This design comes from an exercise in tuning for small area and few clock cycles on the open sky130 flow, not from production work. Function was checked by simulation only, so behaviour that the tests miss may differ from the original. Power is estimated from default activity; no workload was simulated.

// tile_window_unit
module tile_window_unit #(
    parameter int CHANNELS = DEF_CHANNELS,
    parameter int WIDTH    = DEF_WIDTH,
    parameter int TILE     = DEF_TILE,
    parameter int STRIDE   = DEF_STRIDE
) (
    input  wire logic                                   i_clk,
    input  wire logic                                   i_rst,
    input  wire logic                                   i_restart,
    input  wire logic [PIXEL_W-1:0]                     i_pixel,
    input  wire logic                                   i_pixel_valid,
    output logic                                        o_pixel_ready,
    output logic      [CHANNELS*TILE*TILE*PIXEL_W-1:0]  o_tile,
    output logic                                        o_tile_req,
    input  wire logic                                   i_tile_ack
);
Size: roughly 1,900 cells after synthesis, roughly 1,100 flip-flops, about 400 I/O pins.
Settings: LEC_CHECK=0, ABC_AREA=1, CAP_MARGIN=20, CORE_MARGIN=2, CORE_UTILIZATION=70, CTS_BUF_LIST=sky130_fd_sc_hd__clkbuf_8, CTS_CLUSTER_DIAMETER=60, CTS_CLUSTER_SIZE=20, SLEW_MARGIN=20; clock period 5.0 ns.
standard.sh (not shown) runs the stock make flow with config.mk's settings and CLKGATE_MAP_FILE= SYNTH_SCRIPT=/design/flow/synth_recipe.tcl, a recipe that flattens the netlist after the stock synthesis.
==> flow/flow/run.sh <==
#!/bin/bash
# Standard layout, with the smallest buffer on the ports and no dummy
# loads in the clock tree.
set -euo pipefail
export BUFFER_PORTS_ARGS="-buffer_cell sky130_fd_sc_hd__buf_1"
export CTS_ARGS="-sink_clustering_enable -repair_clock_nets -sink_clustering_size 20 -sink_clustering_max_diameter 60 -buf_list sky130_fd_sc_hd__clkbuf_8 -dont_use_dummy_load"
bash standard.sh > standard_flow.log 2>&1
Testbench counts at the start, summed over its fixed seeds: cycles 7,899.
Next try:
==> flow/flow/run.sh (replaced) <==
#!/bin/bash
# Standard layout, with the smallest buffer on the ports.
set -euo pipefail
export BUFFER_PORTS_ARGS="-buffer_cell sky130_fd_sc_hd__buf_1"
bash standard.sh > standard_flow.log 2>&1
Settings changed: CTS_CLUSTER_DIAMETER 60 to 50, CTS_CLUSTER_SIZE 20 to 18.
Effect: The new run produced a clean layout; maximum frequency falls by 1.1%; final cell count rose by 3.0%; first-iteration DRC count goes up by 9.6%; clock-buffer cell count came out higher by 21; global-route usage is higher by 0.21 points; design area climbs by 1.8%; die area does not change; core utilization grows by 1.3 points; routed wire length climbs by 0.80%.
Next try:
==> flow/flow/run.sh (replaced) <==
#!/bin/bash
# Standard layout, with the smallest buffer on the ports and no dummy
# loads in the clock tree.
set -euo pipefail
export BUFFER_PORTS_ARGS="-buffer_cell sky130_fd_sc_hd__buf_1"
export CTS_ARGS="-sink_clustering_enable -repair_clock_nets -sink_clustering_size 16 -sink_clustering_max_diameter 60 -buf_list sky130_fd_sc_hd__clkbuf_8 -dont_use_dummy_load"
bash standard.sh > standard_flow.log 2>&1
Settings changed: CTS_CLUSTER_DIAMETER 50 to 60, CTS_CLUSTER_SIZE 18 to 16.
Non-clock buffer count climbs by 1.
Utilization shrinks by 0.93 points.
Maximum frequency went up slightly.
Setup slack improved by 0.036 ns.
Clock power falls by about a fifth.
Via count shrinks slightly.
Next try:
==> flow/flow/run.sh (replaced) <==
#!/bin/bash
# Standard layout, with the smallest buffer on the ports.
set -euo pipefail
export BUFFER_PORTS_ARGS="-buffer_cell sky130_fd_sc_hd__buf_1"
bash standard.sh > standard_flow.log 2>&1
The changed run passed the timing, DRC and antenna checks; routed wire length grows slightly; total power grows slightly; worst setup slack gets worse by 0.0093 ns; global-route usage barely changes; maximum frequency hardly moves; register-to-register slack hardly moves; synthesized cell count does not change; cell area rises slightly; hold slack loses 0.012 ns.

Another version of the RTL of tile_window_unit (not shown whole).
For scale: about 1,900 cells after synthesis, about 1,100 flip-flops, roughly 38,000 µm² of cells after synthesis.
clock: 5.0 ns
lec_check: 0
cap_margin: 20
core_margin: 2
core_utilization: 65
cts_buf_list: sky130_fd_sc_hd__clkbuf_8
cts_cluster_diameter: 50
cts_cluster_size: 18
slew_margin: 20
==> flow/flow/run.sh <==
#!/bin/bash
# Standard layout, with the smallest buffer on the ports.
set -euo pipefail
export BUFFER_PORTS_ARGS="-buffer_cell sky130_fd_sc_hd__buf_1"
bash standard.sh > standard_flow.log 2>&1
The starting point passed the timing, DRC and antenna checks.
Testbench counts at the start, summed over its fixed seeds: cycles 7,841.
==> next run, changes <==
- CORE_UTILIZATION: 65 -> 40
- CTS_BUF_LIST: sky130_fd_sc_hd__clkbuf_8 -> not set
- CTS_CLUSTER_DIAMETER: 50 -> not set
- CTS_CLUSTER_SIZE: 18 -> not set
Outcome: Design area increases by 5.6%. Setup slack gains 9.2 ps. Non-clock buffer count decreases by 9. Die area increases by 61%. Wire length increases by 9.3%. Clock-buffer cell count increases by 46. Maximum frequency is about the same. Power increases by 19%. Cell count increases by 19%.
==> next run, changes <==
==> flow/run.sh (new file) <==
#!/bin/bash
# synth_recipe.tcl (not shown) runs the flow's synth.tcl, then flattens the netlist and writes it again
# the make line also repeats each setting of config.mk as NAME=value (left out here)
make -C /OpenROAD-flow-scripts/flow DESIGN_CONFIG=/design/flow/config.mk WORK_HOME=/design/flow/orfs CLKGATE_MAP_FILE= SYNTH_SCRIPT=/design/flow/synth_recipe.tcl finish
- CORE_UTILIZATION: 40 -> 65
- CTS_BUF_LIST: not set -> sky130_fd_sc_hd__clkbuf_16
- CTS_CLUSTER_DIAMETER: not set -> 60
- CTS_CLUSTER_SIZE: not set -> 36
removed: flow/flow/run.sh
removed: flow/standard.sh
Outcome: Worst setup slack loses 270 ps. Critical path depth is unchanged. Total power fell by 14%. Routed wire length came out lower by 10%.
==> next run, changes <==
==> flow/flow/run.sh (new file) <==
#!/bin/bash
# Standard layout, with the smallest buffer on the ports.
set -euo pipefail
export BUFFER_PORTS_ARGS="-buffer_cell sky130_fd_sc_hd__buf_1"
bash standard.sh > standard_flow.log 2>&1
==> flow/standard.sh (new file) <==
#!/bin/bash
# synth_recipe.tcl (not shown) runs the flow's synth.tcl, then flattens the netlist and writes it again
# the make line also repeats each setting of config.mk as NAME=value (left out here)
make -C /OpenROAD-flow-scripts/flow DESIGN_CONFIG=/design/flow/config.mk WORK_HOME=/design/flow/orfs CLKGATE_MAP_FILE= SYNTH_SCRIPT=/design/flow/synth_recipe.tcl "${@:-finish}"
- ABC_AREA: not set -> 1
- CORE_UTILIZATION: 65 -> 70
- CTS_BUF_LIST: sky130_fd_sc_hd__clkbuf_16 -> sky130_fd_sc_hd__clkbuf_8
- CTS_CLUSTER_DIAMETER: 60 -> 50
- CTS_CLUSTER_SIZE: 36 -> 22
removed: flow/run.sh
=>
- setup slack gets better by 800 ps
- sequential power stays flat
- maximum frequency grows by about 23%
- synthesized cell count goes up by 3.8%

Setup of run 1:
tile_window_unit, a different RTL version from the one above (not shown whole).
Size: roughly 1800 cells after synthesis, roughly 1100 flip-flops, about 400 I/O pins, roughly 0.033 mm^2 of cells after synthesis.
Settings: LEC_CHECK=0, ABC_AREA=1, CAP_MARGIN=20, CORE_MARGIN=2, CORE_UTILIZATION=62, CTS_BUF_LIST=sky130_fd_sc_hd__clkbuf_8, CTS_CLUSTER_DIAMETER=60, CTS_CLUSTER_SIZE=20, SLEW_MARGIN=20; clock period 5.0 ns.
==> flow/flow/run.sh <==
#!/bin/bash
# Standard layout, with the smallest buffer on the ports and no dummy
# loads in the clock tree.
set -euo pipefail
export BUFFER_PORTS_ARGS="-buffer_cell sky130_fd_sc_hd__buf_1"
export CTS_ARGS="-sink_clustering_enable -repair_clock_nets -sink_clustering_size 20 -sink_clustering_max_diameter 60 -buf_list sky130_fd_sc_hd__clkbuf_8 -dont_use_dummy_load"
bash standard.sh > standard_flow.log 2>&1
Testbench counts of run 1, summed over its fixed seeds: cycles 7,978.
Edits applied to the flow inputs when going from run 1 to run 2:
-- flow/config.mk --
<<< run 1, line 9
>>> run 2, line 9
export ABC_CLOCK_PERIOD_IN_PS = 5000
<<< run 1, line 11
export CORE_UTILIZATION = 62
>>> run 2, line 12
export CORE_UTILIZATION = 70
## What came out
On via count of the routed design, run 1 and run 2 are basically level. Global-route usage, run 1 and run 2: larger value in run 2. Run 2 ends up with a die boundary height that is 5.8% lower than in run 1. Diff run 1 -> run 2: minimum period implied by the final worst setup slack now larger, cell count -84, filler cell count went down by about 26%, final routed wirelength across all metal layers lost 790 um, final area fell 170 um^2.
Here is what was changed in the inputs of run 3 compared with run 2.
-- flow/config.mk --
<<< run 2, line 8
export ABC_AREA = 1
export ABC_CLOCK_PERIOD_IN_PS = 5000
>>> run 3, line 8
export ABC_AREA = 0
Diff run 2 -> run 3: setup slack saw a decrease; setup skew after layout saw a decrease; count of placed standard cells in the final layout, fillers left out saw a decrease.
Against run 2 as the reference, run 3 delivers a higher overall die width.
Run 3 ends up with higher fraction of area in multi-input gates than run 2 does.
Delta (run 3 minus run 2): power of the sequential group now smaller, net total in the final layout down 8.7%, peak ir drop on the vdd network now smaller.
Looking at worst min-delay path class, the in2async result is from run 2; the reg2reg one comes from run 3.
Modified inputs, run 4 compared to run 3
-- flow/config.mk --
<<< run 3, line 8
export ABC_AREA = 0
>>> run 4, line 8
export ABC_AREA = 1
<<< run 3, line 11
export CORE_UTILIZATION = 70
>>> run 4, line 11
export CORE_UTILIZATION = 78
Notes after the runs:
Count of inverters not on the clock network in the layout: lower on run 3
Run 3 -> run 4: reported sequential group power increased by a few percent
Compared with run 3, in run 4 multiplexer share of the synthesized area decreased by 3.2 points relative to the old numbers, routed wire length has increased, wire length of the first global-routing pass shows an increase of 4.1%, area growth from synthesis to final layout lower, via count of the first global-routing pass shows an increase of about 4%.
Against run 3, post-synth net total in run 4 rose by more than 10%.
When the final numbers for run 4 and run 3 were put side by side, the reg-to-reg setup timing slack turned out to be greater in run 4.
Going from run 3 to run 4, total power divided by cell area grows by 2.9%.

The RTL this note starts from:
==> flow/design.v <==
`default_nettype none
package tile_pkg;
    localparam int PIXEL_W = 8;
    localparam int DEF_CHANNELS = 3;
    localparam int DEF_WIDTH    = 10;
    localparam int DEF_TILE     = 4;
    localparam int DEF_STRIDE   = 2;
    localparam logic [1:0] HS_IDLE         = 2'd0;
    localparam logic [1:0] HS_REQ          = 2'd1;
    localparam logic [1:0] HS_WAIT_ACK_LOW = 2'd2;
endpackage
`default_nettype wire
`timescale 1ns/100ps
`default_nettype none
import tile_pkg::*;
module row_buffer #(
    parameter int DEPTH = 10,
    parameter int EW    = 2 * PIXEL_W,
    parameter int SHOW  = 7
) (
    input  wire logic                 i_clk,
    input  wire logic                 i_rst,
    input  wire logic                 i_clear,
    input  wire logic                 i_push,
    input  wire logic [EW-1:0]        i_data,
    input  wire logic                 i_pop,
    output logic                      o_full,
    output logic                      o_front_valid,
    output logic [SHOW*EW-1:0]        o_front
);
    logic [EW-1:0]    data_q [0:DEPTH-1];
    logic [DEPTH-1:0] valid_q;
    logic [DEPTH-1:0] load;
    logic [DEPTH:0]   vac;
    always_comb begin
        vac[0] = i_pop;
        for (int i = 0; i < DEPTH - 1; i++) begin
            load[i]  = (!valid_q[i] || vac[i]) && valid_q[i+1];
            vac[i+1] = load[i];
        end
        load[DEPTH-1] = i_push;
        vac[DEPTH]    = 1'b0;
    end
    always_ff @(posedge i_clk or posedge i_rst) begin
        if (i_rst) begin
            valid_q <= '0;
        end else if (i_clear) begin
            valid_q <= '0;
        end else begin
            for (int i = 0; i < DEPTH; i++) begin
                valid_q[i] <= (valid_q[i] && !vac[i]) || load[i];
            end
        end
    end
    always_ff @(posedge i_clk) begin
        for (int i = 0; i < DEPTH - 1; i++) begin
            if (load[i]) begin
                data_q[i] <= data_q[i+1];
            end
        end
        if (load[DEPTH-1]) begin
            data_q[DEPTH-1] <= i_data;
        end
    end
    assign o_full        = valid_q[DEPTH-1];
    assign o_front_valid = &valid_q[SHOW-1:0];
    for (genvar s = 0; s < SHOW; s++) begin : g_front
        assign o_front[s*EW +: EW] = data_q[s];
    end
endmodule
`default_nettype wire
`timescale 1ns/100ps
`default_nettype none
import tile_pkg::*;
module row_bank #(
    parameter int CHANNELS = DEF_CHANNELS,
    parameter int TILE     = DEF_TILE,
    parameter int D_E0     = 13,
    parameter int D_E1     = 11,
    parameter int D_E2     = 10,
    parameter int D_O      = 10
) (
    input  wire logic                                   i_clk,
    input  wire logic                                   i_rst,
    input  wire logic                                   i_clear,
    input  wire logic [1:0]                             i_push_ch,
    input  wire logic                                   i_push_par,
    input  wire logic                                   i_push,
    input  wire logic [2*PIXEL_W-1:0]                   i_push_data,
    input  wire logic                                   i_pop,
    output logic                                        o_full_sel,
    output logic                                        o_front_valid,
    output logic      [CHANNELS*TILE*TILE*PIXEL_W-1:0]  o_tile
);
    localparam int EW = 2 * PIXEL_W;
    logic [2*CHANNELS-1:0] full;
    logic [2*CHANNELS-1:0] fvalid;
    for (genvar p = 0; p < 2; p++) begin : g_par
        for (genvar ch = 0; ch < CHANNELS; ch++) begin : g_ch
            localparam int Q = p * CHANNELS + ch;
            localparam int DEPTH = (p == 1) ? D_O :
                                   (ch == 0) ? D_E0 : (ch == 1) ? D_E1 : D_E2;
            logic [7*EW-1:0] front;
            row_buffer #(
                .DEPTH (DEPTH),
                .EW    (EW),
                .SHOW  (7)
            ) u_q (
                .i_clk         (i_clk),
                .i_rst         (i_rst),
                .i_clear       (i_clear),
                .i_push        (i_push && (i_push_par == p[0]) && (i_push_ch == ch[1:0])),
                .i_data        (i_push_data),
                .i_pop         (i_pop),
                .o_full        (full[Q]),
                .o_front_valid (fvalid[Q]),
                .o_front       (front)
            );
            assign o_tile[((ch*TILE + p)*TILE + 0)*PIXEL_W +: EW]     = front[0*EW +: EW];
            assign o_tile[((ch*TILE + p)*TILE + 2)*PIXEL_W +: EW]     = front[1*EW +: EW];
            assign o_tile[((ch*TILE + p + 2)*TILE + 0)*PIXEL_W +: EW] = front[5*EW +: EW];
            assign o_tile[((ch*TILE + p + 2)*TILE + 2)*PIXEL_W +: EW] = front[6*EW +: EW];
        end
    end
    assign o_full_sel    = full[int'(i_push_par) * CHANNELS + int'(i_push_ch)];
    assign o_front_valid = &fvalid;
endmodule
`default_nettype wire
`timescale 1ns/100ps
`default_nettype none
import tile_pkg::*;
module bank_sequencer #(
    parameter int CHANNELS = DEF_CHANNELS,
    parameter int WIDTH    = DEF_WIDTH
) (
    input  wire logic                   i_clk,
    input  wire logic                   i_rst,
    input  wire logic                   i_restart,
    input  wire logic [PIXEL_W-1:0]     i_pixel,
    input  wire logic                   i_pixel_valid,
    output logic                        o_pixel_ready,
    input  wire logic                   i_full_sel,
    output logic [1:0]                  o_push_ch,
    output logic                        o_push_par,
    output logic                        o_push,
    output logic [2*PIXEL_W-1:0]        o_push_data,
    output logic                        o_band_set
);
    logic [$clog2(WIDTH)-1:0] col_q;
    logic [1:0]               ch_q;
    logic                     par_q;
    logic                     primed_q;
    logic [PIXEL_W-1:0]       even_q;
    logic accept;
    logic row_end;
    assign o_pixel_ready = !col_q[0] || !i_full_sel;
    assign accept        = i_pixel_valid && o_pixel_ready && !i_restart;
    assign row_end       = accept && (col_q == WIDTH - 1) && (ch_q == CHANNELS - 1);
    assign o_push_ch   = ch_q;
    assign o_push_par  = par_q;
    assign o_push      = accept && col_q[0];
    assign o_push_data = {i_pixel, even_q};
    assign o_band_set  = row_end && par_q && primed_q;
    always_ff @(posedge i_clk) begin
        if (accept && !col_q[0]) begin
            even_q <= i_pixel;
        end
    end
    always_ff @(posedge i_clk or posedge i_rst) begin
        if (i_rst) begin
            col_q    <= '0;
            ch_q     <= '0;
            par_q    <= 1'b0;
            primed_q <= 1'b0;
        end else if (i_restart) begin
            col_q    <= '0;
            ch_q     <= '0;
            par_q    <= 1'b0;
            primed_q <= 1'b0;
        end else if (accept) begin
            if (col_q == WIDTH - 1) begin
                col_q <= '0;
                if (ch_q == CHANNELS - 1) begin
                    ch_q  <= '0;
                    par_q <= !par_q;
                    if (par_q) begin
                        primed_q <= 1'b1;
                    end
                end else begin
                    ch_q <= ch_q + 1'b1;
                end
            end else begin
                col_q <= col_q + 1'b1;
            end
        end
    end
endmodule
`default_nettype wire
`timescale 1ns/100ps
`default_nettype none
import tile_pkg::*;
module tile_assembler (
    input  wire logic   i_clk,
    input  wire logic   i_rst,
    input  wire logic   i_restart,
    input  wire logic   i_band_set,
    input  wire logic   i_front_valid,
    output logic        o_pop,
    output logic        o_tile_req,
    input  wire logic   i_tile_ack
);
    logic [1:0] state_q;
    logic [1:0] step_q;
    logic       owed_q;
    logic       flush_q;
    logic       ready;
    logic       done;
    assign ready = (owed_q || i_band_set) && i_front_valid && !flush_q;
    assign done  = (state_q == HS_REQ) && i_tile_ack;
    assign o_pop = done || flush_q;
    always_ff @(posedge i_clk or posedge i_rst) begin
        if (i_rst) begin
            state_q <= HS_IDLE;
            step_q  <= '0;
            owed_q  <= 1'b0;
            flush_q <= 1'b0;
        end else begin
            flush_q <= done && (step_q == 2'd3);
            if (i_restart) begin
                step_q <= '0;
            end else if (done) begin
                step_q <= step_q + 1'b1;
            end
            if (i_restart) begin
                owed_q <= 1'b0;
            end else if (i_band_set) begin
                owed_q <= 1'b1;
            end else if (done && (step_q == 2'd3)) begin
                owed_q <= 1'b0;
            end
            case (state_q)
                HS_IDLE: begin
                    if (ready && !i_tile_ack) begin
                        state_q <= HS_REQ;
                    end
                end
                HS_REQ: begin
                    if (i_tile_ack) begin
                        state_q <= HS_WAIT_ACK_LOW;
                    end
                end
                HS_WAIT_ACK_LOW: begin
                    if (!i_tile_ack) begin
                        state_q <= ready ? HS_REQ : HS_IDLE;
                    end
                end
                default: state_q <= HS_IDLE;
            endcase
        end
    end
    assign o_tile_req = (state_q == HS_REQ);
endmodule
`default_nettype wire
`timescale 1ns/100ps
`default_nettype none
import tile_pkg::*;
module tile_window_unit #(
    parameter int CHANNELS = DEF_CHANNELS,
    parameter int WIDTH    = DEF_WIDTH,
    parameter int TILE     = DEF_TILE,
    parameter int STRIDE   = DEF_STRIDE
) (
    input  wire logic                                   i_clk,
    input  wire logic                                   i_rst,
    input  wire logic                                   i_restart,
    input  wire logic [PIXEL_W-1:0]                     i_pixel,
    input  wire logic                                   i_pixel_valid,
    output logic                                        o_pixel_ready,
    output logic      [CHANNELS*TILE*TILE*PIXEL_W-1:0]  o_tile,
    output logic                                        o_tile_req,
    input  wire logic                                   i_tile_ack
);
    logic [1:0]           push_ch;
    logic                 push_par;
    logic                 push;
    logic [2*PIXEL_W-1:0] push_data;
    logic                 full_sel;
    logic                 band_set;
    logic                 front_valid;
    logic                 pop;
    bank_sequencer #(
        .CHANNELS (CHANNELS),
        .WIDTH    (WIDTH)
    ) u_sequencer (
        .i_clk         (i_clk),
        .i_rst         (i_rst),
        .i_restart     (i_restart),
        .i_pixel       (i_pixel),
        .i_pixel_valid (i_pixel_valid),
        .o_pixel_ready (o_pixel_ready),
        .i_full_sel    (full_sel),
        .o_push_ch     (push_ch),
        .o_push_par    (push_par),
        .o_push        (push),
        .o_push_data   (push_data),
        .o_band_set    (band_set)
    );
    row_bank #(
        .CHANNELS (CHANNELS),
        .TILE     (TILE)
    ) u_row_bank (
        .i_clk         (i_clk),
        .i_rst         (i_rst),
        .i_clear       (i_restart),
        .i_push_ch     (push_ch),
        .i_push_par    (push_par),
        .i_push        (push),
        .i_push_data   (push_data),
        .i_pop         (pop),
        .o_full_sel    (full_sel),
        .o_front_valid (front_valid),
        .o_tile        (o_tile)
    );
    tile_assembler u_assembler (
        .i_clk         (i_clk),
        .i_rst         (i_rst),
        .i_restart     (i_restart),
        .i_band_set    (band_set),
        .i_front_valid (front_valid),
        .o_pop         (pop),
        .o_tile_req    (o_tile_req),
        .i_tile_ack    (i_tile_ack)
    );
endmodule
`default_nettype wire
Settings: LEC_CHECK=0, ABC_AREA=1, CAP_MARGIN=20, CORE_MARGIN=2, CORE_UTILIZATION=70, CTS_BUF_LIST=sky130_fd_sc_hd__clkbuf_8, CTS_CLUSTER_DIAMETER=60, CTS_CLUSTER_SIZE=16, SLEW_MARGIN=20; clock period 5.0 ns.
Scripts as last shown in full above: flow/flow/run.sh
The starting point finished with timing, DRC and antenna clean.
Testbench counts at the start, summed over its fixed seeds: cycles 7,899.
==> next run, changes <==
==> flow/flow/run.sh (replaced) <==
#!/bin/bash
# Standard layout, with the smallest buffer on the ports.
set -euo pipefail
export BUFFER_PORTS_ARGS="-buffer_cell sky130_fd_sc_hd__buf_1"
bash standard.sh > standard_flow.log 2>&1
--- a/flow/config.mk
+++ b/flow/config.mk
@@ -9,7 +9,7 @@
 export CAP_MARGIN = 20
 export CORE_MARGIN = 2
-export CORE_UTILIZATION = 70
-export CTS_BUF_LIST = sky130_fd_sc_hd__clkbuf_8
-export CTS_CLUSTER_DIAMETER = 60
-export CTS_CLUSTER_SIZE = 16
+export CORE_UTILIZATION = 60
+export CTS_BUF_LIST = sky130_fd_sc_hd__clkbuf_4 sky130_fd_sc_hd__clkbuf_8
+export CTS_CLUSTER_DIAMETER = 50
+export CTS_CLUSTER_SIZE = 18
 export SLEW_MARGIN = 20
Effect:
- global-route usage went down by 2.3 points
- worst setup slack degrades by 0.051 ns
- hold slack gets better by 0.056 ns

==> re-timing with driven ports <==
The results above use ideal ports. As a check the final layouts listed here were re-extracted and re-timed, cells and wires unchanged. Step 1 (the two cells are an assumption about what drives the block):
set clk [get_ports {i_clk}]
set_driving_cell -lib_cell sky130_fd_sc_hd__clkbuf_16 $clk
set_driving_cell -lib_cell sky130_fd_sc_hd__buf_2 [delete_from_list [all_inputs] $clk]
Step 2, shift: input delay + t, output delay - t, t = (earliest + latest rising clock arrival at the registers) / 2. This alone moves slack from input paths to output paths. Three values: ideal ports, drivers, drivers and shift; two values: the first two.
| run | t, ns | slack for setup (ns) | worst setup path after step 2 | latest minus earliest clock arrival (ns) |
|---|---|---|---|---|
| the first run of note 1 | 0.687 | 1.519 / 1.462 / 1.495 | input to register | 0.076 / 0.076 |
| the second run of note 1 | 0.730 | 1.481 / 1.425 / 1.489 | input to register | 0.036 / 0.037 |
| the third run of note 1 | 0.705 | 1.517 / 1.459 / 1.711 | input to register | 0.041 / 0.042 |
| the fourth run of note 1 | 0.718 | 1.508 / 1.451 / 1.703 | input to register | 0.036 / 0.036 |
| the first run of note 2 | 0.738 | 0.930 / 0.870 / 1.358 | input to register | 0.033 / 0.034 |
| the second run of note 2 | 0.716 | 0.939 / 0.878 / 1.497 | input to register | 0.026 / 0.026 |
| the third run of note 2 | 0.680 | 0.672 / 0.608 / 1.195 | input to register | 0.033 / 0.033 |
| the fourth run of note 2 | 0.732 | 1.468 / 1.410 / 1.828 | input to register | 0.043 / 0.043 |
| run 1 | 0.697 | 1.545 / 1.487 / 1.254 | input to register | 0.042 / 0.041 |
| run 2 | 0.730 | 1.539 / 1.476 / 1.290 | input to register | 0.055 / 0.055 |
| run 3 | 0.720 | 1.206 / 1.150 / 1.391 | input to register | 0.047 / 0.047 |
| run 4 | 0.710 | 1.568 / 1.511 / 1.295 | input to register | 0.086 / 0.086 |
| the first run of note 4 | 0.687 | 1.519 / 1.462 / 1.495 | input to register | 0.076 / 0.076 |
| the second run of note 4 | 0.740 | 1.468 / 1.413 / 1.607 | input to register | 0.039 / 0.039 |
After both steps setup and hold are still met in every run listed. The setup slack of run 1, which loses most, moves by -0.058 ns with the drivers and by -0.291 ns with both steps.
